Background: an optimization exercise with open tools, aiming at small area. Do not read the settings as production practice.
In this exercise RTL edits were held to simulation tests only and were not proved equivalent to the original.
No activity file was given, so power comes from the tool's default toggle rates.

==> 09-20: inputs <==
==> flow/design.v <==
package cnn_io_pkg;
  localparam int DATA_W     = 16;
  localparam int NUM_PIXELS = 64;
  localparam int FRAME_W    = DATA_W * NUM_PIXELS;
  localparam int PIX_CNT_W  = $clog2(NUM_PIXELS);
  typedef enum logic [1:0] {IDLE, START, WAIT_DONE} state_t;
  function automatic int pix_lo(input int k);
    pix_lo = FRAME_W - (k + 1) * DATA_W;
  endfunction
endpackage
import cnn_io_pkg::*;
module cnn_frame_fill
(
  input  logic               clk,
  input  logic               rst_n,
  input  logic [DATA_W-1:0]  s_data,
  input  logic               s_valid,
  input  logic               s_last,
  input  logic               take,
  output logic               s_ready,
  output logic               fill_full,
  output logic [FRAME_W-1:0] fill_data,
  output logic               err_pulse
);
  logic [PIX_CNT_W-1:0] cnt_reg;
  logic                 full_reg;
  logic                 accept;
  logic                 at_end;
  logic                 shift_reg;
  logic                 keep_reg;
  logic [FRAME_W-1:0]   buf_reg;
  assign s_ready   = rst_n && !full_reg;
  assign accept    = s_valid && s_ready;
  assign at_end    = (cnt_reg == PIX_CNT_W'(NUM_PIXELS - 1));
  assign err_pulse = accept && (at_end ? !s_last : s_last);
  assign fill_full = full_reg;
  assign fill_data = buf_reg;
  always_ff @(posedge clk or negedge rst_n) begin
    if (!rst_n) begin
      cnt_reg  <= '0;
      full_reg <= 1'b0;
    end else begin
      if (take)
        full_reg <= 1'b0;
      if (accept) begin
        if (at_end) begin
          cnt_reg  <= '0;
          full_reg <= 1'b1;
        end else if (s_last) begin
          cnt_reg <= '0;
        end else begin
          cnt_reg <= cnt_reg + 1'b1;
        end
      end
    end
  end
  always_ff @(posedge clk) begin
    shift_reg <= accept && !at_end;
    keep_reg  <= !(accept && !at_end);
    if (accept)
      buf_reg[DATA_W-1:0] <= s_data;
    buf_reg[FRAME_W-1:DATA_W] <= ({(FRAME_W-DATA_W){shift_reg}} & buf_reg[FRAME_W-DATA_W-1:0])
                               | ({(FRAME_W-DATA_W){keep_reg}}  & buf_reg[FRAME_W-1:DATA_W]);
  end
endmodule
import cnn_io_pkg::*;
module cnn_input_loader
#(
  parameter int CNT_W = 16
) (
  input  logic               ap_clk,
  input  logic               ap_rst_n,
  input  logic [DATA_W-1:0]  s_data,
  input  logic               s_valid,
  output logic               s_ready,
  input  logic               s_last,
  input  logic               err_clr,
  output logic               ap_start,
  input  logic               ap_ready,
  input  logic               ap_done,
  output logic [FRAME_W-1:0] conv2d_1_input_V,
  output logic               conv2d_1_input_V_ap_vld,
  output logic               busy,
  output logic [CNT_W-1:0]   frame_count,
  output logic               frame_err
);
  logic               fill_full;
  logic               err_pulse;
  logic [FRAME_W-1:0] fill_data;
  logic               transfer;
  logic               rel_hold;
  logic [FRAME_W-1:0] hold_reg;
  logic               hold_valid_reg;
  logic               start_reg;
  logic               wait_reg;
  logic               err_reg;
  logic [CNT_W-1:0]   count_reg;
  logic               load_reg;
  logic               keep_reg;
  cnn_frame_fill u_fill (
    .clk       (ap_clk),
    .rst_n     (ap_rst_n),
    .s_data    (s_data),
    .s_valid   (s_valid),
    .s_last    (s_last),
    .take      (transfer),
    .s_ready   (s_ready),
    .fill_full (fill_full),
    .fill_data (fill_data),
    .err_pulse (err_pulse)
  );
  assign rel_hold = (start_reg && ap_ready && ap_done) || (wait_reg && ap_done);
  assign transfer = fill_full && (!hold_valid_reg || rel_hold);
  always_ff @(posedge ap_clk or negedge ap_rst_n) begin
    if (!ap_rst_n) begin
      start_reg      <= 1'b0;
      wait_reg       <= 1'b0;
      hold_valid_reg <= 1'b0;
      count_reg      <= '0;
      err_reg        <= 1'b0;
    end else begin
      start_reg <= start_reg ? !ap_ready : (!wait_reg && hold_valid_reg);
      wait_reg  <= start_reg ? (ap_ready && !ap_done) : (wait_reg && !ap_done);
      if (transfer)
        hold_valid_reg <= 1'b1;
      else if (rel_hold)
        hold_valid_reg <= 1'b0;
      if (rel_hold)
        count_reg <= count_reg + 1'b1;
      if (err_pulse)
        err_reg <= 1'b1;
      else if (err_clr)
        err_reg <= 1'b0;
    end
  end
  always_ff @(posedge ap_clk) begin
    load_reg <= transfer;
    keep_reg <= !transfer;
    hold_reg <= ({FRAME_W{load_reg}} & fill_data) | ({FRAME_W{keep_reg}} & hold_reg);
  end
  assign ap_start                = start_reg;
  assign conv2d_1_input_V_ap_vld = start_reg;
  assign conv2d_1_input_V        = hold_reg;
  assign busy                    = hold_valid_reg;
  assign frame_count             = count_reg;
  assign frame_err               = err_reg;
endmodule
==> flow/flow/run.sh <==
#!/bin/bash
# Standard layout, with the smallest buffer on the ports and a clock tree of
# small buffers in larger clusters, without dummy loads. The make run's full
# output goes to its own log.
set -euo pipefail
export BUFFER_PORTS_ARGS="-buffer_cell sky130_fd_sc_hd__buf_1"
export CTS_ARGS="-sink_clustering_enable -repair_clock_nets -buf_list sky130_fd_sc_hd__clkbuf_8 -dont_use_dummy_load -sink_clustering_size 15 -sink_clustering_max_diameter 50"
bash standard.sh finish > make_finish.log 2>&1
==> flow/standard.sh <==
#!/bin/bash
# synth_recipe.tcl (not shown) runs the flow's synth.tcl, then flattens the netlist and writes it again
# the make line also repeats each setting of config.mk as NAME=value (left out here)
make -C /OpenROAD-flow-scripts/flow DESIGN_CONFIG=/design/flow/config.mk WORK_HOME=/design/flow/orfs CLKGATE_MAP_FILE= SYNTH_SCRIPT=/design/flow/synth_recipe.tcl "${@:-finish}"
==> flow/config.mk <==
export PLATFORM = sky130hd
export DESIGN_NAME = cnn_input_loader
export DESIGN_NICKNAME = cnn_input_loader
export VERILOG_FILES = /design/flow/design.v
export SDC_FILE = /design/flow/constraint.sdc
export NUM_CORES = 4
export LEC_CHECK = 0
export CAP_MARGIN = 10
export CORE_MARGIN = 2
export CORE_UTILIZATION = 70
export SLEW_MARGIN = 10
==> flow/constraint.sdc <==
create_clock -name core_clock -period 5.0 [get_ports {ap_clk}]
set_input_delay 1.0000 -clock core_clock [delete_from_list [all_inputs] [get_ports {ap_clk}]]
set_output_delay 1.0000 -clock core_clock [all_outputs]
set_load 0.01 [all_outputs]
==> inputs of 10-08, as changes to 09-20 <==
--- a/flow/design.v
+++ b/flow/design.v
@@ -28,2 +28,3 @@
   logic                 at_end;
+  logic [DATA_W-1:0]    pix_reg;
   logic                 shift_reg;
@@ -39,5 +40,9 @@
     if (!rst_n) begin
-      cnt_reg  <= '0;
-      full_reg <= 1'b0;
+      cnt_reg   <= '0;
+      full_reg  <= 1'b0;
+      shift_reg <= 1'b0;
+      keep_reg  <= 1'b1;
     end else begin
+      shift_reg <= accept;
+      keep_reg  <= !accept;
       if (take)
@@ -57,8 +62,5 @@
   always_ff @(posedge clk) begin
-    shift_reg <= accept && !at_end;
-    keep_reg  <= !(accept && !at_end);
-    if (accept)
-      buf_reg[DATA_W-1:0] <= s_data;
-    buf_reg[FRAME_W-1:DATA_W] <= ({(FRAME_W-DATA_W){shift_reg}} & buf_reg[FRAME_W-DATA_W-1:0])
-                               | ({(FRAME_W-DATA_W){keep_reg}}  & buf_reg[FRAME_W-1:DATA_W]);
+    pix_reg <= s_data;
+    buf_reg <= ({FRAME_W{shift_reg}} & {buf_reg[FRAME_W-DATA_W-1:0], pix_reg})
+             | ({FRAME_W{keep_reg}}  & buf_reg);
   end
@@ -120,2 +122,4 @@
       err_reg        <= 1'b0;
+      load_reg       <= 1'b0;
+      keep_reg       <= 1'b1;
     end else begin
@@ -123,2 +127,4 @@
       wait_reg  <= start_reg ? (ap_ready && !ap_done) : (wait_reg && !ap_done);
+      load_reg  <= transfer;
+      keep_reg  <= !transfer;
       if (transfer)
@@ -136,4 +142,2 @@
   always_ff @(posedge ap_clk) begin
-    load_reg <= transfer;
-    keep_reg <= !transfer;
     hold_reg <= ({FRAME_W{load_reg}} & fill_data) | ({FRAME_W{keep_reg}} & hold_reg);
==> flow/run.sh (new file) <==
#!/bin/bash
# synth_recipe.tcl (not shown) runs the flow's synth.tcl, then flattens the netlist and writes it again
# the make line also repeats each setting of config.mk as NAME=value (left out here)
make -C /OpenROAD-flow-scripts/flow DESIGN_CONFIG=/design/flow/config.mk WORK_HOME=/design/flow/orfs CLKGATE_MAP_FILE= SYNTH_SCRIPT=/design/flow/synth_recipe.tcl finish
- CAP_MARGIN: 10 -> 20
- CORE_UTILIZATION: 70 -> 40
- SLEW_MARGIN: 10 -> 20
removed: flow/flow/run.sh
removed: flow/standard.sh
==> inputs of 01-26, as changes to 09-20 <==
--- a/flow/design.v
+++ b/flow/design.v
@@ -28,2 +28,3 @@
   logic                 at_end;
+  logic [DATA_W-1:0]    pix_reg;
   logic                 shift_reg;
@@ -39,5 +40,9 @@
     if (!rst_n) begin
-      cnt_reg  <= '0;
-      full_reg <= 1'b0;
+      cnt_reg   <= '0;
+      full_reg  <= 1'b0;
+      shift_reg <= 1'b0;
+      keep_reg  <= 1'b1;
     end else begin
+      shift_reg <= accept;
+      keep_reg  <= !accept;
       if (take)
@@ -57,8 +62,5 @@
   always_ff @(posedge clk) begin
-    shift_reg <= accept && !at_end;
-    keep_reg  <= !(accept && !at_end);
-    if (accept)
-      buf_reg[DATA_W-1:0] <= s_data;
-    buf_reg[FRAME_W-1:DATA_W] <= ({(FRAME_W-DATA_W){shift_reg}} & buf_reg[FRAME_W-DATA_W-1:0])
-                               | ({(FRAME_W-DATA_W){keep_reg}}  & buf_reg[FRAME_W-1:DATA_W]);
+    pix_reg <= s_data;
+    buf_reg <= ({FRAME_W{shift_reg}} & {buf_reg[FRAME_W-DATA_W-1:0], pix_reg})
+             | ({FRAME_W{keep_reg}}  & buf_reg);
   end
@@ -120,2 +122,4 @@
       err_reg        <= 1'b0;
+      load_reg       <= 1'b0;
+      keep_reg       <= 1'b1;
     end else begin
@@ -123,2 +127,4 @@
       wait_reg  <= start_reg ? (ap_ready && !ap_done) : (wait_reg && !ap_done);
+      load_reg  <= transfer;
+      keep_reg  <= !transfer;
       if (transfer)
@@ -136,4 +142,2 @@
   always_ff @(posedge ap_clk) begin
-    load_reg <= transfer;
-    keep_reg <= !transfer;
     hold_reg <= ({FRAME_W{load_reg}} & fill_data) | ({FRAME_W{keep_reg}} & hold_reg);
==> flow/run.sh (new file) <==
#!/bin/bash
# synth_recipe.tcl (not shown) runs the flow's synth.tcl, then flattens the netlist and writes it again
# the make line also repeats each setting of config.mk as NAME=value (left out here)
make -C /OpenROAD-flow-scripts/flow DESIGN_CONFIG=/design/flow/config.mk WORK_HOME=/design/flow/orfs CLKGATE_MAP_FILE= SYNTH_SCRIPT=/design/flow/synth_recipe.tcl finish
- CAP_MARGIN: 10 -> 20
- CTS_BUF_LIST: default -> sky130_fd_sc_hd__clkbuf_4
- SLEW_MARGIN: 10 -> 20
removed: flow/flow/run.sh
removed: flow/standard.sh
==> inputs of 04-18, as changes to 09-20 <==
==> flow/design.v, changed modules only <==
module cnn_frame_fill
(
  input  logic               clk,
  input  logic               rst_n,
  input  logic [DATA_W-1:0]  s_data,
  input  logic               s_valid,
  input  logic               s_last,
  input  logic               take,
  output logic               s_ready,
  output logic               fill_full,
  output logic [FRAME_W-1:0] fill_data,
  output logic               err_pulse
);
  logic [PIX_CNT_W-1:0] cnt_reg;
  logic                 full_reg;
  logic [FRAME_W-1:0]   buf_reg;
  logic                 accept;
  logic                 at_end;
  assign s_ready   = rst_n && !full_reg;
  assign accept    = s_valid && s_ready;
  assign at_end    = (cnt_reg == PIX_CNT_W'(NUM_PIXELS - 1));
  assign err_pulse = accept && (at_end ? !s_last : s_last);
  assign fill_full = full_reg;
  assign fill_data = buf_reg;
  always_ff @(posedge clk or negedge rst_n) begin
    if (!rst_n) begin
      cnt_reg  <= '0;
      full_reg <= 1'b0;
      buf_reg  <= '0;
    end else begin
      if (take)
        full_reg <= 1'b0;
      if (accept) begin
        buf_reg[FRAME_W - (int'(cnt_reg) + 1) * DATA_W +: DATA_W] <= s_data;
        if (at_end) begin
          cnt_reg  <= '0;
          full_reg <= 1'b1;
        end else if (s_last) begin
          cnt_reg <= '0;
        end else begin
          cnt_reg <= cnt_reg + 1'b1;
        end
      end
    end
  end
endmodule
module cnn_input_loader
#(
  parameter int CNT_W = 16
) (
  input  logic               ap_clk,
  input  logic               ap_rst_n,
  input  logic [DATA_W-1:0]  s_data,
  input  logic               s_valid,
  output logic               s_ready,
  input  logic               s_last,
  input  logic               err_clr,
  output logic               ap_start,
  input  logic               ap_ready,
  input  logic               ap_done,
  output logic [FRAME_W-1:0] conv2d_1_input_V,
  output logic               conv2d_1_input_V_ap_vld,
  output logic               busy,
  output logic [CNT_W-1:0]   frame_count,
  output logic               frame_err
);
  logic               fill_full;
  logic               err_pulse;
  logic [FRAME_W-1:0] fill_data;
  logic               transfer;
  logic               rel_hold;
  logic [FRAME_W-1:0] hold_reg;
  logic               hold_valid_reg;
  logic               start_reg;
  logic               err_reg;
  logic [CNT_W-1:0]   count_reg;
  cnn_io_pkg::state_t state_reg;
  cnn_io_pkg::state_t state_next;
  cnn_frame_fill u_fill (
    .clk       (ap_clk),
    .rst_n     (ap_rst_n),
    .s_data    (s_data),
    .s_valid   (s_valid),
    .s_last    (s_last),
    .take      (transfer),
    .s_ready   (s_ready),
    .fill_full (fill_full),
    .fill_data (fill_data),
    .err_pulse (err_pulse)
  );
  assign transfer = fill_full && (!hold_valid_reg || rel_hold);
  always_comb begin
    state_next = state_reg;
    rel_hold   = 1'b0;
    case (state_reg)
      IDLE: begin
        if (hold_valid_reg)
          state_next = START;
      end
      START: begin
        if (ap_ready) begin
          state_next = ap_done ? IDLE : WAIT_DONE;
          rel_hold   = ap_done;
        end
      end
      WAIT_DONE: begin
        if (ap_done) begin
          state_next = IDLE;
          rel_hold   = 1'b1;
        end
      end
      default: state_next = IDLE;
    endcase
  end
  always_ff @(posedge ap_clk or negedge ap_rst_n) begin
    if (!ap_rst_n) begin
      state_reg      <= IDLE;
      start_reg      <= 1'b0;
      hold_reg       <= '0;
      hold_valid_reg <= 1'b0;
      count_reg      <= '0;
      err_reg        <= 1'b0;
    end else begin
      state_reg <= state_next;
      start_reg <= (state_next == START);
      if (transfer) begin
        hold_reg       <= fill_data;
        hold_valid_reg <= 1'b1;
      end else if (rel_hold) begin
        hold_valid_reg <= 1'b0;
      end
      if (rel_hold)
        count_reg <= count_reg + 1'b1;
      if (err_pulse)
        err_reg <= 1'b1;
      else if (err_clr)
        err_reg <= 1'b0;
    end
  end
  assign ap_start                = start_reg;
  assign conv2d_1_input_V_ap_vld = start_reg;
  assign conv2d_1_input_V        = hold_reg;
  assign busy                    = hold_valid_reg;
  assign frame_count             = count_reg;
  assign frame_err               = err_reg;
endmodule
==> flow/run.sh (new file) <==
#!/bin/bash
# synth_recipe.tcl (not shown) runs the flow's synth.tcl, then flattens the netlist and writes it again
# the make line also repeats each setting of config.mk as NAME=value (left out here)
make -C /OpenROAD-flow-scripts/flow DESIGN_CONFIG=/design/flow/config.mk WORK_HOME=/design/flow/orfs CLKGATE_MAP_FILE= SYNTH_SCRIPT=/design/flow/synth_recipe.tcl finish
- CAP_MARGIN: 10 -> 20
- CORE_UTILIZATION: 70 -> 40
- SLEW_MARGIN: 10 -> 20
removed: flow/flow/run.sh
removed: flow/standard.sh
==> run notes <==
In 04-18 the clock power is larger than in 09-20, by 100%. Routed wire length: 04-18 > 01-26 > 10-08 > 09-20. Total power, highest first: 04-18, 10-08, 01-26, 09-20. 04-18 finished clean. 10-08 went through all stages and came out clean. 01-26 produced a clean layout. 09-20 completed without violations. The lowest cell count belongs to 09-20, the highest to 04-18. Of 10-08 and 04-18, 04-18 has the higher area after synthesis (gap 20%, measured against 04-18). Of 10-08 and 04-18, 04-18 has the higher combinational power (gap about 50%, measured against 04-18).

* * *

==> build 15: inputs <==
Starts from the design.v that is shown in full above.
==> flow/config.mk <==
export PLATFORM = sky130hd
export DESIGN_NAME = cnn_input_loader
export DESIGN_NICKNAME = cnn_input_loader
export VERILOG_FILES = /design/flow/design.v
export SDC_FILE = /design/flow/constraint.sdc
export NUM_CORES = 4
export LEC_CHECK = 0
export CAP_MARGIN = 20
export CORE_MARGIN = 2
export CORE_UTILIZATION = 70
export SLEW_MARGIN = 20
==> flow/constraint.sdc <==
create_clock -name core_clock -period 5.0 [get_ports {ap_clk}]
set_input_delay 1.0000 -clock core_clock [delete_from_list [all_inputs] [get_ports {ap_clk}]]
set_output_delay 1.0000 -clock core_clock [all_outputs]
set_load 0.01 [all_outputs]
standard.sh (not shown) runs the stock make flow with config.mk's settings and CLKGATE_MAP_FILE= SYNTH_SCRIPT=/design/flow/synth_recipe.tcl, a recipe that flattens the netlist after the stock synthesis.
==> flow/flow/run.sh <==
#!/bin/bash
# Standard layout, with the smallest buffer on the ports and a clock tree of
# small buffers in larger clusters, without dummy loads. The make run's full
# output goes to its own log.
set -euo pipefail
export BUFFER_PORTS_ARGS="-buffer_cell sky130_fd_sc_hd__buf_1"
export CTS_ARGS="-sink_clustering_enable -repair_clock_nets -buf_list sky130_fd_sc_hd__clkbuf_8 -dont_use_dummy_load -sink_clustering_size 18 -sink_clustering_max_diameter 60"
bash standard.sh finish > make_finish.log 2>&1
==> trial 30 (differences from build 15) <==
==> flow/flow/run.sh (replaced) <==
#!/bin/bash
# Standard layout, with the smallest buffer on the ports and a clock tree of
# small buffers in larger clusters, without dummy loads. The make run's full
# output goes to its own log.
set -euo pipefail
export BUFFER_PORTS_ARGS="-buffer_cell sky130_fd_sc_hd__buf_1"
export CTS_ARGS="-sink_clustering_enable -repair_clock_nets -buf_list sky130_fd_sc_hd__clkbuf_4 -dont_use_dummy_load -sink_clustering_size 8 -sink_clustering_max_diameter 40"
bash standard.sh finish > make_finish.log 2>&1
Settings changed: CORE_UTILIZATION 70 to 75.
==> trial 96 (differences from build 15) <==
==> flow/flow/run.sh (replaced) <==
#!/bin/bash
# Standard layout, with the smallest buffer on the ports and a clock tree of
# small buffers in larger clusters, without dummy loads. The make run's full
# output goes to its own log.
set -euo pipefail
export BUFFER_PORTS_ARGS="-buffer_cell sky130_fd_sc_hd__buf_1"
export CTS_ARGS="-sink_clustering_enable -repair_clock_nets -buf_list sky130_fd_sc_hd__clkbuf_4 -dont_use_dummy_load -sink_clustering_size 8 -sink_clustering_max_diameter 40"
bash standard.sh finish > make_finish.log 2>&1
==> comparison <==
In build 15 the global-route usage is lower than in trial 96, by 0.50 points. In register-to-register slack, trial 96 and build 15 hardly differ. Synthesized cell count is the same in trial 96 and build 15. Against trial 96, the final area of build 15 is lower by 0.95%. In sequential cell count, trial 96 and build 15 do not differ. Between trial 96 and build 15, the lower setup slack is in trial 96 (gap 0.31 ns). Trial 30 died in I/O pin placement. Build 15 ran to the end with no violations. Trial 96 went through all stages and came out clean. Sequential power is about the same in trial 96 and build 15. Against trial 96, the combinational power of build 15 is smaller by about 2%.

-- separate check: timing with driven ports --
No port has a modelled driver above. Below, the same layouts with a new extraction and two added sets of constraints. Step 1 sets driving cells, clkbuf_16 on the clock port and buf_2 on the other inputs (assumed; they add their load-dependent delay and slew). Step 2 moves the port delays by t, midway between the first and last clock arrival at a register: inputs arrive t later, outputs are due t later. That takes back most of the time a late clock gives input paths. Three values: no drivers, after step 1, after step 2; two values: the first two.
run | shift t [ns] | slack for setup (ns) | hold slack, ns | latest minus earliest clock arrival (ns) | worst slew at a driven data input, ns
09-20 | 0.907 | 2.269 / 2.193 / 2.004 | 0.200 / 0.165 / 0.466 | 0.067 / 0.066 | 0.18
10-08 | 0.898 | 1.843 / 1.816 / 1.816 | 0.437 / 0.437 / 0.437 | 0.051 / 0.052 | 0.17
01-26 | 1.363 | 1.440 / 1.365 / 1.586 | 0.154 / 0.158 / 0.426 | 0.088 / 0.088 | 0.22
04-18 | 0.933 | 0.639 / 0.639 / 0.639 | 0.063 / 0.064 / 0.476 | 0.041 / 0.041 | 0.18
build 15 | 0.905 | 2.256 / 2.181 / 1.988 | 0.218 / 0.184 / 0.474 | 0.066 / 0.065 | 0.16
trial 96 | 1.248 | 1.943 / 1.866 / 1.419 | 0.091 / 0.043 / 0.470 | 0.088 / 0.088 | 0.11
After both steps every run listed still meets setup and hold. For trial 96, which loses most, drivers alone change the setup slack by -0.077 ns; drivers and shift together by -0.524 ns.
